Context: an optimization exercise on an open-source flow, tuned for small area, a short achievable clock period and few clock cycles. The choices shown serve that exercise and are no tape-out recipe. Function was checked by simulation only, so behaviour that the tests miss may differ from the original. Power figures rest on the tool's default switching activity, not on a simulated workload.

Setup of build 93:
Design tetris_top, start of the top module:
module tetris_top (
    input  logic   clk,
    input  logic   rst_n,
    input  logic   in_valid,
    input  tetris_pkg::shape_t tetrominoes,
    input  tetris_pkg::col_t   position,
    output logic   score_valid,
    output tetris_pkg::score_t score,
    output logic   fail,
    output logic   tetris_valid,
    output tetris_pkg::board_t tetris
);
    localparam int W  = 6;
    localparam int H  = 12;
    logic [W*H-1:0] board_q;     
    logic           busy_q;      
    logic           clr_q;       
    logic [3:0]     count_q;     
    logic [3:0]     score_q;
    logic [3:0]     bt_q;        
    logic [2:0]     shape_q;
    logic [2:0]     col_q;
    logic [3:0]     pany_q;      
    logic [W*H-1:0] sky;
    always_comb begin
        for (int c = 0; c < W; c++) begin
            sky[c*H + H-1] = board_q[(H-1)*W + c];
            for (int y = H-2; y >= 0; y--)
                sky[c*H + y] = sky[c*H + y+1] | board_q[y*W + c];
        end
    end
    logic [7:0] pd;      
    logic [7:0] sd;      
    always_comb begin
        for (int i = 0; i < 8; i++) begin
            pd[i] = (position == 3'(i)) & ~clr_q;
            sd[i] = (tetrominoes == 3'(i));
        end
    end
    logic [W-1:0] lc0, lc1, lc2;
    always_comb begin
        for (int c = 0; c < W; c++) begin
            lc2[c] = pd[c] & sd[3];
            lc1[c] = pd[c] & sd[6];
            lc0[c] = pd[c] & ~sd[3] & ~sd[6];
            if (c >= 1) begin
                lc1[c] = lc1[c] | pd[c-1] & sd[4];
                lc0[c] = lc0[c] | pd[c-1] & ~sd[4] & ~sd[1];
            end
            if (c >= 2) begin
                lc1[c] = lc1[c] | pd[c-2] & (sd[4] | sd[7]);
                lc0[c] = lc0[c] | pd[c-2] & sd[2];
            end
            if (c >= 3)
                lc0[c] = lc0[c] | pd[c-3] & sd[2];
        end
    end
    logic [12:0] tb;
    always_comb begin
        for (int x = 0; x < 13; x++) begin
            tb[x] = 1'b0;
            for (int c = 0; c < W; c++) begin
                if (x < H)     tb[x] = tb[x] | lc0[c] & sky[c*H + ((x < H) ? x : 0)];
                if (x + 1 < H) tb[x] = tb[x] | lc1[c] & sky[c*H + ((x + 1 < H) ? x + 1 : 0)];
                if (x + 2 < H) tb[x] = tb[x] | lc2[c] & sky[c*H + ((x + 2 < H) ? x + 2 : 0)];
            end
        end
    end
  ...
clock: 12.0 ns
lec_check: 0
abc_area: 1
abc_clock_period_in_ps: 5500
cap_margin: 20
core_margin: 2
core_utilization: 30
setup_slack_margin: 5
slew_margin: 20
standard.sh (not shown) runs the stock make flow with config.mk's settings and CLKGATE_MAP_FILE= SYNTH_SCRIPT=/design/flow/synth_recipe.tcl, a recipe that flattens the netlist after the stock synthesis.
==> flow/flow/run.sh <==
#!/bin/bash
set -euo pipefail
MARGIN=6
rm -rf scripts_abc
cp -r "$FLOW_HOME/scripts" scripts_abc
cp flow/abc_area.script scripts_abc/abc_area.script
bash standard.sh "SCRIPTS_DIR=$PWD/scripts_abc" \
    "BUFFER_PORTS_ARGS=-buffer_cell sky130_fd_sc_hd__buf_2" \
    SETUP_SLACK_MARGIN=$MARGIN finish > flow.log 2>&1
==> flow/flow/abc_area.script <==
strash
dc2
&get -n
&dch -f
&nf
&put
buffer -c
topo
stime -c
upsize -c
dnsize -c
Testbench counts of build 93, summed over its fixed seeds: cycles 6,465.
What trial 23 does differently from build 93 at the input level:
Settings: removing ABC_CLOCK_PERIOD_IN_PS (formerly 5500).
==> flow/flow/abc_area.script <==
strash
dc2
balance
rewrite
refactor
balance
rewrite
rewrite -z
balance
refactor -z
rewrite -z
balance
dc2
&get -n
&dch -f
&nf
&put
buffer -c
topo
stime -c
upsize -c
dnsize -c
The clock network area share on trial 23 is in line with that on build 93.
Comparing build 93 and trial 23, the lower total non-filler cell area in the finished layout was measured on trial 23.
Comparing build 93 and trial 23, the lower basic-gate share of the synthesized area counting and, or, nand and nor cells is on build 93.
Against build 93 as the reference, trial 23 delivers a lower clock power.
Per the comparison of trial 23 with build 93, wire length of the first global-routing pass fell by 770 µm; via count of the first global-routing pass -about 2%.

========
Setup of JK:
Starting RTL as in the previous note.
Settings: LEC_CHECK=0, ABC_AREA=1, CAP_MARGIN=20, CORE_MARGIN=2, CORE_UTILIZATION=45, SETUP_SLACK_MARGIN=5, SLEW_MARGIN=20; clock period 12.0 ns.
==> flow/flow/run.sh <==
#!/bin/bash
set -euo pipefail
MARGIN=5
rm -rf scripts_abc
cp -r "$FLOW_HOME/scripts" scripts_abc
cp flow/abc_area.script scripts_abc/abc_area.script
bash standard.sh "SCRIPTS_DIR=$PWD/scripts_abc" \
    "BUFFER_PORTS_ARGS=-buffer_cell sky130_fd_sc_hd__buf_2" \
    SETUP_SLACK_MARGIN=$MARGIN finish > flow.log 2>&1
==> flow/flow/abc_area.script <==
strash
dc2
balance
rewrite
refactor
balance
rewrite
rewrite -z
balance
refactor -z
rewrite -z
balance
dc2
&get -n
&dch -f
&nf
&put
buffer -c
topo
stime -c
upsize -c
dnsize -c
Testbench counts of JK, summed over its fixed seeds: cycles 6,465.
Modified inputs, MS compared to JK
Settings: changing SLEW_MARGIN from 20 to 10; changing CAP_MARGIN from 20 to 10; changing CORE_UTILIZATION from 45 to 30.
--- a/flow/flow/run.sh
+++ b/flow/flow/run.sh
@@ -1,5 +1,5 @@
 #!/bin/bash
 set -euo pipefail
-MARGIN=5
+MARGIN=6
 rm -rf scripts_abc
 cp -r "$FLOW_HOME/scripts" scripts_abc
==> flow/flow/abc_area.script <==
strash
dc2
&get -n
&dch -f
&nf
&put
buffer -c
topo
stime -c
upsize -c
dnsize -c
Results
- met2 routed wirelength for MS: about 9% up relative to JK
- Higher post-synthesis share of cell area spent on and, or, nand and nor gates goes to JK over MS.
- Lower share of cell area taken by flip-flops and latches among JK and MS: MS
- The termination of the worst setup path comes out tetris[39] in one run and score[2] in the other, namely in JK and MS respectively.
- Taking JK as the reference point, the area added between synthesis and finish of MS rises by 5.5 points.
- MS reports a lower post-route minimum period than JK does.

========
## north
The RTL this note starts from:
==> flow/design.v <==
`default_nettype none
package tetris_pkg;
    localparam int BOARD_W     = 6;
    localparam int BOARD_H     = 12;
    localparam int BOARD_H_EXT = 16;
    typedef logic [2:0] shape_t;
    typedef logic [2:0] col_t;
    typedef logic [3:0] row_t;
    typedef logic [3:0] score_t;
    typedef logic [4:0] count_t;
    typedef logic [BOARD_W*BOARD_H-1:0]     board_t;
    typedef logic [BOARD_W*BOARD_H_EXT-1:0] ext_board_t;
    typedef row_t [BOARD_W-1:0]             heights_t;
    localparam count_t PIECES_PER_GAME = 5'd16;
    localparam shape_t SHAPE_SQUARE = 3'd0;
    localparam shape_t SHAPE_BAR_V  = 3'd1;
    localparam shape_t SHAPE_BAR_H  = 3'd2;
    localparam shape_t SHAPE_J_UP   = 3'd3;
    localparam shape_t SHAPE_L_FLAT = 3'd4;
    localparam shape_t SHAPE_L_UP   = 3'd5;
    localparam shape_t SHAPE_S_V    = 3'd6;
    localparam shape_t SHAPE_Z_FLAT = 3'd7;
    typedef enum logic [2:0] {
        st_idle   = 3'b000,
        st_place  = 3'b001,
        st_clear  = 3'b100,
        st_report = 3'b011,
        st_fail   = 3'b101,
        st_over   = 3'b111
    } game_state_t;
endpackage
`default_nettype wire
`timescale 1ns/1ns
`default_nettype none
module tetris_top (
    input  logic   clk,
    input  logic   rst_n,
    input  logic   in_valid,
    input  tetris_pkg::shape_t tetrominoes,
    input  tetris_pkg::col_t   position,
    output logic   score_valid,
    output tetris_pkg::score_t score,
    output logic   fail,
    output logic   tetris_valid,
    output tetris_pkg::board_t tetris
);
    localparam int W  = 6;
    localparam int H  = 12;
    logic [W*H-1:0] board_q;     
    logic           busy_q;      
    logic           clr_q;       
    logic [3:0]     count_q;     
    logic [3:0]     score_q;
    logic [3:0]     bt_q;        
    logic [2:0]     shape_q;
    logic [2:0]     col_q;
    logic [W*H-1:0] sky;
    always_comb begin
        for (int c = 0; c < W; c++) begin
            sky[c*H + H-1] = board_q[(H-1)*W + c];
            for (int y = H-2; y >= 0; y--)
                sky[c*H + y] = sky[c*H + y+1] | board_q[y*W + c];
        end
    end
    logic [7:0] pd;      
    logic [7:0] sd;      
    always_comb begin
        for (int i = 0; i < 8; i++) begin
            pd[i] = (position == 3'(i)) & ~clr_q;
            sd[i] = (tetrominoes == 3'(i));
        end
    end
    logic [16*4-1:0] ws;
    always_comb begin
        ws = '0;
        for (int k = 0; k < 4; k++)
            for (int c = k; c < W; c++)
                ws[16*k +: H] = ws[16*k +: H] | (pd[c-k] ? sky[c*H +: H] : '0);
    end
    logic [12:0] tb;
    always_comb begin
        logic a0, a1, a2, a3;
        for (int x = 0; x < 13; x++) begin
            a0 = sd[3] ? ws[16*0 + x + 2] : sd[6] ? ws[16*0 + x + 1] : ws[16*0 + x];
            a1 = sd[4] ? ws[16*1 + x + 1] : sd[1] ? 1'b0 : ws[16*1 + x];
            a2 = (sd[4] | sd[7]) ? ws[16*2 + x + 1] : sd[2] ? ws[16*2 + x] : 1'b0;
            a3 = sd[2] & ws[16*3 + x];
            tb[x] = a0 | a1 | a2 | a3;
        end
    end
    function automatic logic [4*W-1:0] shape_rows(input logic [2:0] s, input logic [2:0] c);
        logic [4*W-1:0] p;
        case (s)
            3'd0: p = {6'b000000, 6'b000000, 6'b000011, 6'b000011};
            3'd1: p = {6'b000001, 6'b000001, 6'b000001, 6'b000001};
            3'd2: p = {6'b000000, 6'b000000, 6'b000000, 6'b001111};
            3'd3: p = {6'b000000, 6'b000011, 6'b000010, 6'b000010};
            3'd4: p = {6'b000000, 6'b000000, 6'b000111, 6'b000001};
            3'd5: p = {6'b000000, 6'b000001, 6'b000001, 6'b000011};
            3'd6: p = {6'b000000, 6'b000001, 6'b000011, 6'b000010};
            default: p = {6'b000000, 6'b000000, 6'b000110, 6'b000011};
        endcase
        for (int i = 0; i < 4; i++)
            shape_rows[6*i +: 6] = p[6*i +: 6] << c;
    endfunction
    logic           accept;
    logic [4*W-1:0] pin;         
    logic [12:0]    bd;          
    logic [W*H-1:0] mask;        
    always_comb begin
        accept = in_valid & ~busy_q;
        pin = shape_rows(tetrominoes, position) & {4*W{accept}};
        bd[0] = ~tb[0];
        for (int x = 1; x < 13; x++)
            bd[x] = tb[x-1] & ~tb[x];
        for (int r = 0; r < H; r++) begin
            mask[r*W +: W] = '0;
            for (int i = 0; i < 4; i++)
                if (r - i >= 0)
                    mask[r*W +: W] = mask[r*W +: W] | (bd[r-i] ? pin[6*i +: 6] : 6'd0);
        end
    end
    logic [4*W-1:0] pq;
    logic [3:0]     pany;
    logic [3:0]     bx;          
    logic [W-1:0]   row12;
    logic           ext13;
    always_comb begin
        pq = shape_rows(shape_q, col_q);
        for (int i = 0; i < 4; i++) pany[i] = |pq[6*i +: 6];
        bx[0] = bt_q[0] & ~bt_q[1];
        bx[1] = bt_q[1] & ~bt_q[2];
        bx[2] = bt_q[2] & ~bt_q[3];
        bx[3] = bt_q[3];
        row12 = '0;
        for (int i = 0; i < 4; i++)
            row12 = row12 | (bx[3-i] ? pq[6*i +: 6] : 6'd0);
        ext13 = bx[3] & (pany[1] | pany[2] | pany[3]) |
                bx[2] & (pany[2] | pany[3]) |
                bx[1] & pany[3];
    end
    logic [W*(H+1)-1:0] mrg;     
    always_comb begin
        mrg[W*H-1:0] = board_q & {W*H{~clr_q}};
        mrg[W*H +: W] = busy_q ? row12 : 6'd0;
    end
    logic [H-1:0] full;
    logic [H-1:0] up;
    logic         any_full, multi;
    always_comb begin
        for (int r = 0; r < H; r++)
            full[r] = &mrg[r*W +: W];
        up[0] = full[0];
        for (int r = 1; r < H; r++)
            up[r] = up[r-1] | full[r];
        any_full = |full;
        multi = 1'b0;
        for (int r = 1; r < H; r++)
            for (int d = 1; d <= 3; d++)
                if (r - d >= 0)
                    multi = multi | (full[r] & full[(r - d >= 0) ? r-d : 0]);
    end
    logic ext0, over, rep, last, gend;
    always_comb begin
        ext0 = ext13 | (|row12);
        rep  = busy_q & ~multi;
        over = rep & (any_full ? ext13 : ext0);
        last = rep & (count_q == 4'd15);
        gend = over | last;
    end
    logic [W*H-1:0] nb;
    always_comb begin
        for (int j = 0; j < H; j++)
            nb[j*W +: W] = up[j] ? mrg[(j+1)*W +: W] : mrg[j*W +: W];
    end
    always_ff @(posedge clk or negedge rst_n) begin
        if (!rst_n) begin
            busy_q  <= 1'b0;
            clr_q   <= 1'b1;
            count_q <= '0;
            score_q <= '0;
        end else begin
            busy_q  <= busy_q ? multi : in_valid;
            clr_q   <= gend;
            if (rep) begin
                count_q <= gend ? 4'd0 : count_q + 4'd1;
                score_q <= gend ? 4'd0 : score_q + 4'(any_full);
            end else if (busy_q) begin
                score_q <= score_q + 4'd1;
            end
        end
    end
    always_ff @(posedge clk)
        board_q <= nb | mask;
    always_ff @(posedge clk) begin
        if (busy_q) begin
            bt_q    <= {1'b0, bt_q[3:1]};
        end else begin
            bt_q    <= tb[11:8];
            shape_q <= tetrominoes;
            col_q   <= position;
        end
    end
    assign score_valid  = rep;
    assign score        = rep ? score_q + 4'(any_full) : 4'd0;
    assign fail         = over;
    assign tetris_valid = gend;
    assign tetris       = gend ? nb : '0;
endmodule
`default_nettype wire
export LEC_CHECK = 0
export CAP_MARGIN = 20
export CORE_MARGIN = 2
export CORE_UTILIZATION = 30
export SETUP_SLACK_MARGIN = 5
export SLEW_MARGIN = 20
create_clock -name core_clock -period 12.0 [get_ports {clk}]
run.sh (not shown) runs the stock make flow with config.mk's settings and CLKGATE_MAP_FILE= SYNTH_SCRIPT=/design/flow/synth_recipe.tcl, a recipe that flattens the netlist after the stock synthesis.
Stock flow here: none of the scripts above is used.
Per the final summary, north finished and its layout is clean on timing, DRC and antenna.
Testbench counts of north, summed over its fixed seeds: cycles 6,465.
## Diff of input files: south against north
diff --git a/flow/config.mk b/flow/config.mk
--- a/flow/config.mk
+++ b/flow/config.mk
@@ -9,4 +9,3 @@
 export CORE_MARGIN = 2
 export CORE_UTILIZATION = 30
-export SETUP_SLACK_MARGIN = 5
 export SLEW_MARGIN = 20
### Flow results
- As far as area of placed instances goes, south and north are indistinguishable; the numbers are identical.
- Of north and south, the run reporting the lower required time of the critical path was south.
- Path type of the worst setup path = in2reg: north; path type of the worst setup path = reg2out: south
- Looking at post-route minimum period across both flows, south is the weaker of the two, with north ahead.
- NOTE via count north->south decreased slightly
- The lower cell count along the critical path of north and south is in north.
Inputs modified between south and east:
==> flow/flow/run.sh (new file) <==
#!/bin/bash
# The standard layout (standard.sh, standard synthesis unchanged), with
# one change: the port buffers are plain buf_2 cells instead of the delay
# buffers that buffer_ports picks by default. Every port still gets a buffer.
# make's full output goes to flow.log; ORFS keeps each step's log in orfs/logs.
set -euo pipefail
bash standard.sh "BUFFER_PORTS_ARGS=-buffer_cell sky130_fd_sc_hd__buf_2" finish > flow.log 2>&1
==> flow/standard.sh (new file) <==
#!/bin/bash
# synth_recipe.tcl (not shown) runs the flow's synth.tcl, then flattens the netlist and writes it again
# the make line also repeats each setting of config.mk as NAME=value (left out here)
make -C /OpenROAD-flow-scripts/flow DESIGN_CONFIG=/design/flow/config.mk WORK_HOME=/design/flow/orfs CLKGATE_MAP_FILE= SYNTH_SCRIPT=/design/flow/synth_recipe.tcl "${@:-finish}"
diff --git a/flow/config.mk b/flow/config.mk
--- a/flow/config.mk
+++ b/flow/config.mk
@@ -9,3 +9,4 @@
 export CORE_MARGIN = 2
 export CORE_UTILIZATION = 30
+export SETUP_SLACK_MARGIN = 5
 export SLEW_MARGIN = 20
removed: flow/run.sh
## What came out
- Between south and east, total routed wirelength is higher for south, east comes in under that.
- Compared south against east; vertical extent of the die within noise.
- Re global routing usage summed across all routing layers: south and east aren't equal, and the higher value belongs to south.
- Clock buffer count in the final layout: south and east compared, lower one is east
- Going from south to east, worst setup slack shows an increase of 1.10 ns; design internal power shows a reduction of 2.5%; post-synthesis to final-layout area growth shows a reduction of 4.8 points.
- Compared with south, east shows combinational gate power that has gone down by a few percent.
- [east] placer congestion estimate rose 0.028 relative to south

==> separate check: timing with driven ports <==
The results above use ideal ports. As a check the final layouts listed here were re-extracted and re-timed, cells and wires unchanged. Step 1 (the two cells are an assumption about what drives the block):
set clk [get_ports {clk}]
set_driving_cell -lib_cell sky130_fd_sc_hd__clkbuf_16 $clk
set_driving_cell -lib_cell sky130_fd_sc_hd__buf_2 [delete_from_list [all_inputs] $clk]
Step 2 adds t to the input delays and takes it off the output delays; t is the mean of the earliest and latest rising clock arrival at the registers after step 1. Input paths then give back, and output paths get back, about the clock's delay inside the block. a / b / c = no drivers / after step 1 / after step 2; a / b = the first two.
| run | t, ns | setup WS [ns] | worst setup path at the end | latest minus earliest clock arrival (ns) | cell pins on the clock port's net |
|---|---|---|---|---|---|
| build 93 | 0.415 | 6.099 / 6.048 / 5.746 | input to register | 0.018 / 0.019 | 1 |
| trial 23 | 0.423 | 6.091 / 6.039 / 5.732 | input to register | 0.022 / 0.022 | 1 |
| JK | 0.405 | 5.506 / 5.460 / 5.654 | input to register | 0.012 / 0.012 | 1 |
| MS | 0.406 | 6.098 / 6.049 / 5.733 | input to register | 0.019 / 0.019 | 1 |
| north | 0.414 | 5.257 / 5.224 / 4.846 | input to register | 0.010 / 0.011 | 1 |
| south | 0.415 | 4.242 / 4.195 / 4.543 | input to register | 0.011 / 0.011 | 1 |
| east | 0.408 | 5.345 / 5.299 / 5.063 | input to register | 0.017 / 0.017 | 1 |
After both steps setup and hold are still met in every run listed. The setup slack of north, which loses most, moves by -0.033 ns with the drivers and by -0.411 ns with both steps.
